Source: an optimization exercise on an open RTL-to-GDS flow (aim: small area, a short achievable clock period and few clock cycles per item). Production flows keep margins and buffers that such runs may drop.
In this exercise RTL edits were held to simulation tests only and were not proved equivalent to the original.

**run.sh**
```bash
#!/bin/bash
# synth_recipe.tcl (not shown) runs the flow's synth.tcl, then flattens the netlist and writes it again
# the make line also repeats each setting of config.mk as NAME=value (left out here)
make -C /OpenROAD-flow-scripts/flow DESIGN_CONFIG=/design/flow/config.mk WORK_HOME=/design/flow/orfs CLKGATE_MAP_FILE= SYNTH_SCRIPT=/design/flow/synth_recipe.tcl finish
```
**config.mk**
```make
export PLATFORM = sky130hd
export DESIGN_NAME = phong_direct_lighting
export DESIGN_NICKNAME = phong_direct_lighting
export VERILOG_FILES = /design/flow/design.v
export SDC_FILE = /design/flow/constraint.sdc
export NUM_CORES = 4
export LEC_CHECK = 0
export CAP_MARGIN = 20
export CORE_MARGIN = 2
export CORE_UTILIZATION = 40
export SLEW_MARGIN = 20
```
**constraint.sdc**
```tcl
create_clock -name core_clock -period 12.0 [get_ports {clock}]
set_input_delay 2.4000 -clock core_clock [delete_from_list [all_inputs] [get_ports {clock}]]
set_output_delay 2.4000 -clock core_clock [all_outputs]
set_load 0.01 [all_outputs]
```
**design.v**
```verilog
package pdl_pkg;
   localparam logic [14:0] ONE14 = 15'd16384;
   localparam logic [15:0] SAT16 = 16'hFFFF;
   localparam logic [2:0] CSR_OBS_X   = 3'd0;
   localparam logic [2:0] CSR_OBS_Y   = 3'd1;
   localparam logic [2:0] CSR_OBS_Z   = 3'd2;
   localparam logic [2:0] CSR_KD      = 3'd3;
   localparam logic [2:0] CSR_KS      = 3'd4;
   localparam logic [2:0] CSR_SHINE   = 3'd5;
   localparam logic [2:0] CSR_SURFACE = 3'd6;
endpackage
module pdl_sqrt_steps #(parameter int K = 3)
(
   input  logic [24:0]    rem_i,     
   input  logic [20:0]    root_i,    
   input  logic [2*K-1:0] pairs,     
   output logic [24:0]    rem_o,
   output logic [20:0]    root_o
);
   always_comb begin
      logic [24:0] r, t;
      logic [20:0] q;
      r = rem_i;
      q = root_i;
      for (int k = 0; k < K; k++) begin
         r = {r[22:0], pairs[2*K-1-2*k -: 2]};
         t = {2'b00, q, 2'b01};
         if (r >= t) begin
            r = r - t;
            q = {q[19:0], 1'b1};
         end else begin
            q = {q[19:0], 1'b0};
         end
      end
      rem_o  = r;
      root_o = q;
   end
endmodule
module pdl_div_steps #(parameter int K = 3)
(
   input  logic [20:0] rem_i,     
   input  logic        first,     
   input  logic [20:0] len,
   input  logic [14:0] q_i,
   output logic [20:0] rem_o,
   output logic [14:0] q_o
);
   always_comb begin
      logic [21:0] s;
      logic [20:0] r;
      logic [14:0] q;
      r = rem_i;
      q = q_i;
      for (int k = 0; k < K; k++) begin
         s = (k == 0 && first) ? {1'b0, r} : {r, 1'b0};
         if (s >= {1'b0, len}) begin
            r = 21'(s - {1'b0, len});
            q = {q[13:0], 1'b1};
         end else begin
            r = s[20:0];
            q = {q[13:0], 1'b0};
         end
      end
      rem_o = r;
      q_o   = q;
   end
endmodule
module phong_direct_lighting
(
   input  logic             clock,
   input  logic             reset,
   input  logic             req_valid,
   output logic             req_stall,
   input  logic [289:0]     req_data,
   output logic             rsp_valid,
   input  logic             rsp_stall,
   output logic [47:0]      rsp_data,
   input  logic             csr_valid,
   output logic             csr_ready,
   input  logic [2:0]       csr_index,
   input  logic [47:0]      csr_data
);
   localparam int KS = 3;                  
   localparam int KD = 3;                  
   localparam int RT_CYC = 21 / KS;        
   localparam int DV_CYC = (15 + KD - 1) / KD;
   localparam logic [3:0] S_IDLE = 4'd0;
   localparam logic [3:0] S_LD   = 4'd1;
   localparam logic [3:0] S_SQ   = 4'd2;
   localparam logic [3:0] S_RT   = 4'd3;
   localparam logic [3:0] S_DV   = 4'd4;
   localparam logic [3:0] S_NL   = 4'd5;
   localparam logic [3:0] S_DF   = 4'd6;
   localparam logic [3:0] S_VR   = 4'd7;
   localparam logic [3:0] S_PW   = 4'd8;
   localparam logic [3:0] S_KS   = 4'd9;
   localparam logic [3:0] S_SP   = 4'd10;
   localparam logic [3:0] S_AC   = 4'd11;
   localparam logic [1:0] PH_L = 2'd0;
   localparam logic [1:0] PH_R = 2'd1;
   localparam logic [1:0] PH_V = 2'd2;
   logic signed [31:0] pt [3];
   logic signed [31:0] lt [3];
   logic signed [15:0] nrm [3];
   logic [15:0]        rgb [3];
   logic               occluded, last_light;
   assign pt[0]      = req_data[289:258];
   assign pt[1]      = req_data[257:226];
   assign pt[2]      = req_data[225:194];
   assign nrm[0]     = req_data[193:178];
   assign nrm[1]     = req_data[177:162];
   assign nrm[2]     = req_data[161:146];
   assign lt[0]      = req_data[145:114];
   assign lt[1]      = req_data[113:82];
   assign lt[2]      = req_data[81:50];
   assign rgb[0]     = req_data[49:34];
   assign rgb[1]     = req_data[33:18];
   assign rgb[2]     = req_data[17:2];
   assign occluded   = req_data[1];
   assign last_light = req_data[0];
   logic [3:0]         state_ff;
   logic [1:0]         ph_ff;
   logic [1:0]         idx_ff;
   logic [1:0]         step_ff;
   logic [7:0]         cnt_ff;
   logic [32:0]        a_ff [3];       
   logic [2:0]         neg_ff;         
   logic [14:0]        q_ff [3];       
   logic [14:0]        rs_ff [3];      
   logic [2:0]         rneg_ff;        
   logic [41:0]        acc_ff;         
   logic [24:0]        srem_ff;        
   logic [20:0]        len_ff;         
   logic signed [17:0] ndl_ff;
   logic [14:0]        vv_ff, pw_ff;
   logic [22:0]        t_ff;
   logic [15:0]        sum_ff [3];
   logic               rsp_valid_ff;
   logic signed [31:0] obs_ff [3];
   logic [15:0]        kd_ff, ks_ff;
   logic [7:0]         shine_ff;
   logic [15:0]        surf_ff [3];
   logic signed [24:0] mul_a;
   logic signed [20:0] mul_b;
   logic signed [45:0] prod;
   logic               acc_neg, acc_clr;
   always_comb begin
      mul_a   = 25'sd0;
      mul_b   = 21'sd0;
      acc_neg = 1'b0;
      acc_clr = (idx_ff == 2'd0);
      case (state_ff)
         S_LD: begin
            mul_a = 25'(nrm[idx_ff]);
            mul_b = 21'(ndl_ff);
         end
         S_SQ: begin
            mul_a = $signed({5'd0, a_ff[idx_ff][19:0]});
            mul_b = $signed({1'b0, a_ff[idx_ff][19:0]});
         end
         S_NL: begin
            mul_a   = 25'(nrm[idx_ff]);
            mul_b   = $signed({6'd0, q_ff[idx_ff]});
            acc_neg = neg_ff[idx_ff];
         end
         S_DF: begin
            case (step_ff)
               2'd0: begin
                  mul_a = $signed({9'd0, kd_ff});
                  mul_b = $signed({5'd0, surf_ff[idx_ff]});
               end
               2'd1: begin
                  mul_a = $signed({2'd0, t_ff});
                  mul_b = 21'(ndl_ff);
               end
               default: begin
                  mul_a = $signed({2'd0, t_ff});
                  mul_b = $signed({5'd0, rgb[idx_ff]});
               end
            endcase
         end
         S_VR: begin
            mul_a   = $signed({10'd0, q_ff[idx_ff]});
            mul_b   = $signed({6'd0, rs_ff[idx_ff]});
            acc_neg = neg_ff[idx_ff] ^ rneg_ff[idx_ff];
         end
         S_PW: begin
            mul_a = $signed({10'd0, pw_ff});
            mul_b = $signed({6'd0, vv_ff});
         end
         S_KS: begin
            mul_a = $signed({9'd0, ks_ff});
            mul_b = $signed({6'd0, pw_ff});
         end
         S_SP: begin
            mul_a = $signed({2'd0, t_ff});
            mul_b = $signed({5'd0, rgb[idx_ff]});
         end
         default: ;
      endcase
   end
   assign prod = mul_a * mul_b;
   logic [41:0] acc_sum, prod42;
   logic [17:0] dot_q14;
   assign prod42  = prod[41:0];
   assign acc_sum = (acc_clr ? 42'd0 : acc_ff) + (acc_neg ? (42'd0 - prod42) : prod42);
   assign dot_q14 = acc_sum[31:14];
   logic signed [32:0] ld_x, ld_y, ld_d;
   logic [32:0]        ld_mag;
   always_comb begin
      case (ph_ff)
         PH_L: begin
            ld_x = 33'(lt[idx_ff]);
            ld_y = 33'(pt[idx_ff]);
         end
         PH_V: begin
            ld_x = 33'(obs_ff[idx_ff]);
            ld_y = 33'(pt[idx_ff]);
         end
         default: begin
            ld_x = 33'($signed(prod[33:13]));
            ld_y = neg_ff[idx_ff] ? -$signed({18'd0, q_ff[idx_ff]})
                                  : $signed({18'd0, q_ff[idx_ff]});
         end
      endcase
      ld_d   = ld_x - ld_y;
      ld_mag = ld_d[32] ? (33'd0 - ld_d) : ld_d;
   end
   logic [24:0] srem_nx;
   logic [20:0] len_nx;
   pdl_sqrt_steps #(.K(KS)) u_sqrt (
      .rem_i  (srem_ff),
      .root_i (len_ff),
      .pairs  (acc_ff[41 -: 2*KS]),
      .rem_o  (srem_nx),
      .root_o (len_nx)
   );
   logic [20:0] drem_nx [3];
   logic [14:0] dq_nx [3];
   logic [14:0] qc [3];
   for (genvar i = 0; i < 3; i++) begin : g_div
      pdl_div_steps #(.K(KD)) u_div (
         .rem_i (a_ff[i][20:0]),
         .first (cnt_ff == 8'd0),
         .len   (len_ff),
         .q_i   (q_ff[i]),
         .rem_o (drem_nx[i]),
         .q_o   (dq_nx[i])
      );
      assign qc[i] = (len_ff == 21'd0) ? 15'd0
                   : ((dq_nx[i] > pdl_pkg::ONE14) ? pdl_pkg::ONE14 : dq_nx[i]);
   end
   function automatic logic [15:0] sat_add(input logic [15:0] acc,
                                           input logic [27:0] val);
      logic [28:0] t;
      t = {13'd0, acc} + {1'b0, val};
      sat_add = (t > 29'(pdl_pkg::SAT16)) ? pdl_pkg::SAT16 : t[15:0];
   endfunction
   logic [15:0] sum_add;
   assign sum_add = sat_add(sum_ff[idx_ff], prod[39:12]);
   logic wide;       
   logic accept;
   assign wide      = (a_ff[0][32:20] | a_ff[1][32:20] | a_ff[2][32:20]) != 13'd0;
   assign req_stall = (state_ff != S_AC) || csr_valid;
   assign accept    = req_valid && !req_stall;
   assign csr_ready = 1'b1;
   assign rsp_valid = rsp_valid_ff;
   assign rsp_data  = {sum_ff[0], sum_ff[1], sum_ff[2]};
   always_ff @(posedge clock) begin
      if (reset) begin
         state_ff     <= S_IDLE;
         rsp_valid_ff <= 1'b0;
         for (int i = 0; i < 3; i++) begin
            sum_ff[i]  <= 16'd0;
            obs_ff[i]  <= 32'sd0;
            surf_ff[i] <= 16'd0;
         end
         kd_ff    <= 16'd0;
         ks_ff    <= 16'd0;
         shine_ff <= 8'd1;
      end else begin
         if (csr_valid) begin
            case (csr_index)
               pdl_pkg::CSR_OBS_X:   obs_ff[0] <= csr_data[31:0];
               pdl_pkg::CSR_OBS_Y:   obs_ff[1] <= csr_data[31:0];
               pdl_pkg::CSR_OBS_Z:   obs_ff[2] <= csr_data[31:0];
               pdl_pkg::CSR_KD:      kd_ff     <= csr_data[15:0];
               pdl_pkg::CSR_KS:      ks_ff     <= csr_data[15:0];
               pdl_pkg::CSR_SHINE:   shine_ff  <= csr_data[7:0];
               pdl_pkg::CSR_SURFACE: begin
                  surf_ff[0] <= csr_data[47:32];
                  surf_ff[1] <= csr_data[31:16];
                  surf_ff[2] <= csr_data[15:0];
               end
               default: ;
            endcase
         end
         if (rsp_valid_ff && !rsp_stall) begin
            rsp_valid_ff <= 1'b0;
            for (int i = 0; i < 3; i++) sum_ff[i] <= 16'd0;
         end
         case (state_ff)
            S_IDLE: begin
               if (req_valid && !rsp_valid_ff) begin
                  ph_ff  <= PH_L;
                  idx_ff <= 2'd0;
                  state_ff <= occluded ? S_AC : S_LD;
               end
            end
            S_LD: begin
               a_ff[idx_ff]   <= ld_mag;
               neg_ff[idx_ff] <= ld_d[32];
               idx_ff         <= idx_ff + 2'd1;
               if (idx_ff == 2'd2) begin
                  idx_ff   <= 2'd0;
                  state_ff <= S_SQ;
               end
            end
            S_SQ: begin
               if (idx_ff == 2'd0 && wide) begin
                  for (int i = 0; i < 3; i++) a_ff[i] <= a_ff[i] >> 1;
               end else begin
                  acc_ff <= acc_sum;
                  idx_ff <= idx_ff + 2'd1;
                  if (idx_ff == 2'd2) begin
                     idx_ff   <= 2'd0;
                     srem_ff  <= 25'd0;
                     len_ff   <= 21'd0;
                     cnt_ff   <= 8'd0;
                     state_ff <= S_RT;
                  end
               end
            end
            S_RT: begin
               srem_ff <= srem_nx;
               len_ff  <= len_nx;
               acc_ff  <= acc_ff << (2 * KS);
               cnt_ff  <= cnt_ff + 8'd1;
               if (cnt_ff == 8'(RT_CYC - 1)) begin
                  cnt_ff   <= 8'd0;
                  state_ff <= S_DV;
               end
            end
            S_DV: begin
               for (int i = 0; i < 3; i++) begin
                  a_ff[i][20:0] <= drem_nx[i];
                  q_ff[i]       <= dq_nx[i];
               end
               cnt_ff <= cnt_ff + 8'd1;
               if (cnt_ff == 8'(DV_CYC - 1)) begin
                  for (int i = 0; i < 3; i++) q_ff[i] <= qc[i];
                  cnt_ff <= 8'd0;
                  idx_ff <= 2'd0;
                  case (ph_ff)
                     PH_L: state_ff <= S_NL;
                     PH_R: begin
                        ph_ff    <= PH_V;
                        state_ff <= S_LD;
                     end
                     default: state_ff <= S_VR;
                  endcase
               end
            end
            S_NL: begin
               acc_ff <= acc_sum;
               idx_ff <= idx_ff + 2'd1;
               if (idx_ff == 2'd2) begin
                  idx_ff  <= 2'd0;
                  step_ff <= 2'd0;
                  ndl_ff  <= dot_q14;
                  ph_ff   <= PH_R;
                  state_ff <= ($signed(dot_q14) > 18'sd0) ? S_DF : S_LD;
               end
            end
            S_DF: begin
               case (step_ff)
                  2'd0: begin
                     t_ff    <= {3'd0, prod[31:12]};
                     step_ff <= 2'd1;
                  end
                  2'd1: begin
                     t_ff    <= prod[36:14];
                     step_ff <= 2'd2;
                  end
                  default: begin
                     sum_ff[idx_ff] <= sum_add;
                     step_ff <= 2'd0;
                     idx_ff  <= idx_ff + 2'd1;
                     if (idx_ff == 2'd2) begin
                        idx_ff   <= 2'd0;
                        state_ff <= S_LD;
                     end
                  end
               endcase
            end
            S_VR: begin
               acc_ff <= acc_sum;
               idx_ff <= idx_ff + 2'd1;
               if (idx_ff == 2'd2) begin
                  idx_ff <= 2'd0;
                  vv_ff  <= ($signed(dot_q14) > 18'sd16384) ? pdl_pkg::ONE14 : dot_q14[14:0];
                  if ($signed(dot_q14) > 18'sd0) begin
                     if (shine_ff == 8'd0) begin
                        pw_ff    <= pdl_pkg::ONE14;
                        state_ff <= S_KS;
                     end else begin
                        pw_ff    <= ($signed(dot_q14) > 18'sd16384) ? pdl_pkg::ONE14 : dot_q14[14:0];
                        cnt_ff   <= shine_ff - 8'd1;
                        state_ff <= (shine_ff == 8'd1) ? S_KS : S_PW;
                     end
                  end else begin
                     state_ff <= S_AC;
                  end
               end
            end
            S_PW: begin
               pw_ff  <= prod[28:14];
               cnt_ff <= cnt_ff - 8'd1;
               if (cnt_ff == 8'd1 || prod[28:14] == 15'd0) begin
                  cnt_ff   <= 8'd0;
                  state_ff <= S_KS;
               end
            end
            S_KS: begin
               t_ff     <= {7'd0, prod[29:14]};
               idx_ff   <= 2'd0;
               state_ff <= S_SP;
            end
            S_SP: begin
               sum_ff[idx_ff] <= sum_add;
               idx_ff <= idx_ff + 2'd1;
               if (idx_ff == 2'd2) begin
                  idx_ff   <= 2'd0;
                  state_ff <= S_AC;
               end
            end
            S_AC: begin
               if (accept) begin
                  if (last_light) rsp_valid_ff <= 1'b1;
                  state_ff <= S_IDLE;
               end
            end
            default: state_ff <= S_IDLE;
         endcase
         if (state_ff == S_DV && cnt_ff == 8'(DV_CYC - 1) && ph_ff == PH_R) begin
            for (int i = 0; i < 3; i++) rs_ff[i] <= qc[i];
            rneg_ff <= neg_ff;
         end
         if (csr_valid && state_ff != S_IDLE) begin
            state_ff <= S_IDLE;
            for (int i = 0; i < 3; i++) sum_ff[i] <= 16'd0;
         end
      end
   end
endmodule
```
==> notes.md <==
[cell families (layout without fill, tap and decap cells)]
kind of cell,Yosys count,count (layout)
simple gates,3006,3006
compound gates,2141,2142
buf+inv,1256,2744
fa+ha+maj,973,973
flops,641,641
xor+xnor,369,369
mux,239,239
other cells,1,9
[tightest hold or removal path, delay by kind of cell, from the launching register on]
family / cells / cell delay, ps
AO/OA/AOI/OAI: 1 / 50
flip-flops: 1 / 310
AND/OR/NAND/NOR: 1 / 50
[state kept, by name, indices dropped and copies added (netlist names), 8 cells and up, named ones only]
name and cells:
a_ff 119, obs_ff 96, sum_ff 64, surf_ff 48, q_ff 45, rs_ff 45, acc_ff 42, srem_ff 23
t_ff 23, len_ff 21, ndl_ff 18, kd_ff 16, ks_ff 16, pw_ff 15, vv_ff 15, cnt_ff 8
shine_ff 8
[worst paths after layout]
path,from,to,slack (ps)
setup / recovery,req_data[9],pw_ff[4],-690
hold / removal,obs_ff[1][16],obs_ff[1][16],460
hold reg to reg,obs_ff[1][16],obs_ff[1][16],460
setup reg to reg,idx_ff[1],pw_ff[4],-510
[layout by cell type (no fill, tap or decap), drive strengths merged, types with 330 or more instances in the layout]
master         Yosys  final
buf               72   1399
nand2           1345   1345
inv              811    812
a21oi            729    729
nor2             673    673
fa               499    499
ha               474    474
edfxtp           402    402
clkdlybuf4s50      0    346
o21ai            330    330
[what timing repair did]
action,CTS,global route
pin swaps,182,174
resized for setup,430,291
endpoints found under the setup margin,261,304
buffers inserted,101,62
gates cloned,3,1
[cell type report]
cell class,count,area (µm²)
fill,16547,84200
sequential,641,16900
clock buffer,106,2220
inverter,817,3090
timing repair buffer,1787,15600
multi-input combinational,6730,52900
clock inverter,34,407
tap,2355,2950
antenna,8,20.0
[layer usage]
metal | share of wire | GRT usage | vias up
met2 | 0.45 | 0.536 | 3294
met3 | 0.080 | 0.0531 | 719
met5 | 0.000022 | 0 | -
li1 | - | - | 32964
met4 | 0.064 | 0.189 | 2
met1 | 0.40 | 0.439 | 35711
==> metrics.cfg <==
[run_status]
outcome = failed layout checks
failed_checks = setup timing

[timing]
skew_ps = 117
rsz0062_at_grt = true
setup_tns_ps = -76940
finalMaxSlewViolations = 0
worstMarginPinSlew_ps = 1270
timing.final.crit_share = 1.06
hold_violations = 0
hold_ws_ps = 457
slew-limit-headroom = 0.148
max_freq_mhz = 78.8
setup_ws_ps = -689
finalSetupViolations = 183
fin_crit_ps = 12690

[finish]
nets = 11374
syn_to_final_growth_pct = 31.3
finalNonFillerCells = 12478
finalInstanceArea_um2 = 94000
fin_util = 0.528
drive_gt1_frac = 0.223

[drt]
drt_first_pass_iters = 9
route.vias.total = 72690
post-route-drc-count = 0
routedWlPerCell_um = 25.3
routed_wirelength_mm = 316
viasPerCell = 5.83
first_iter_violations = 8009
postRouteAntennaNets = 0

[setup_path]
startpoint_type = input pin
critPathTopFamily = adder cells
worstPathMaxFanout = 8
setup.worst_path.class = in2reg
path_depth = 47
crit_buf_inv = 9
r2r_cells = 52
cp_slowest_stage_delay_ps = 560
cpMostUsedCell = fa_1
cp-end-kind = flop
crit_arrival_ps = 13290
cp_slowest_cell = fa_1
cp_data_required_time_ps = 12600

[yosys]
muxShareOfSynthArea = 0.0416
synthMostInstantiatedCell = nand2_1
synthesis.nets = 9945
yosysWarnings = 23
synthCells = 8626
synth_xor_area_frac = 0.0454
synthTopCellsByCount = 1345 x nand2_1, 809 x inv_1, 728 x a21oi_1
synth_top_area_frac = 0.168
synth_area_um2 = 71600
ys_types = 117
synth-simple-area-share = 0.192
synth-seq-cells = 641
seq_area_frac_synth = 0.235
ys.flop_type = edfxtp_1
synth_area_leaders = edfxtp_1 17%, fa_1 14%, ha_1 8.3%, nand2_1 7.0%, dfxtp_1 6.7%
synth_compound_area_frac = 0.197
synth_top_family_by_area = adder cells
avgSynthCellArea_um2 = 8.31
ys_async_sr_fraction = 0
synth_fa_ha_area_frac = 0.222
yosysTopAreaCell = edfxtp_1
synth-edff-count = 402

[placement]
place_ws_ps = -2290
place_inst = 12168
dpl.hpwl_mm = 253
placed_cell_area_um2 = 87300
port_buffers = 395
place_congestion = 1.02

[clocking]
cts_tree = done
clk_transition_reported_paths_ps = 60
cts_buffers = 78
clock-sinks = 641
insertion_delay_ps = 780
cts_buffer_depth = 3
clockRootBuffer = clkbuf_16
cts_hold_buf = 0
htree_levels = 3

[grt]
grt_pass1_vias = 71321
overflow = 0
grt_max_degree = 97
grt_pass1_wl_mm = 461
antenna_found_initial = 11
grt_usage = 0.338

[min_path]
hold_path_class = reg2reg
holdPathStages = 2

[die]
fp.coreArea_um2 = 178000
die_y_um = 427
dieWidth_um = 427
design.die.area_um2 = 183000
placementRows = 155
ios = 397
initial_core_util = 0.402

[job]
maxCapViolations = 0

Testbench counts, summed over its fixed seeds: cycles 144,195, lights 2,304.

## separate check: timing with driven ports
How much do the figures lean on ideal ports? The routed layout below was timed once more, with nothing changed but the port constraints.
Step 1 assumes that a clkbuf_16 drives the clock port and a buf_2 every other input.
Step 2 moves the port delays by t, midway between the first and last clock arrival at a register: inputs arrive t later, outputs are due t later. That takes back most of the time a late clock gives input paths.
Slacks: ideal / step 1 / step 2; pairs: ideal / step 1.
shift t [ns]: 0.807
setup WS [ns]: -0.689 / -0.639 / -1.447
worst register clock-pin slew, ns: 0.07 / 0.07
For this run, drivers alone change the setup slack by +0.050 ns; drivers and shift together by -0.758 ns.
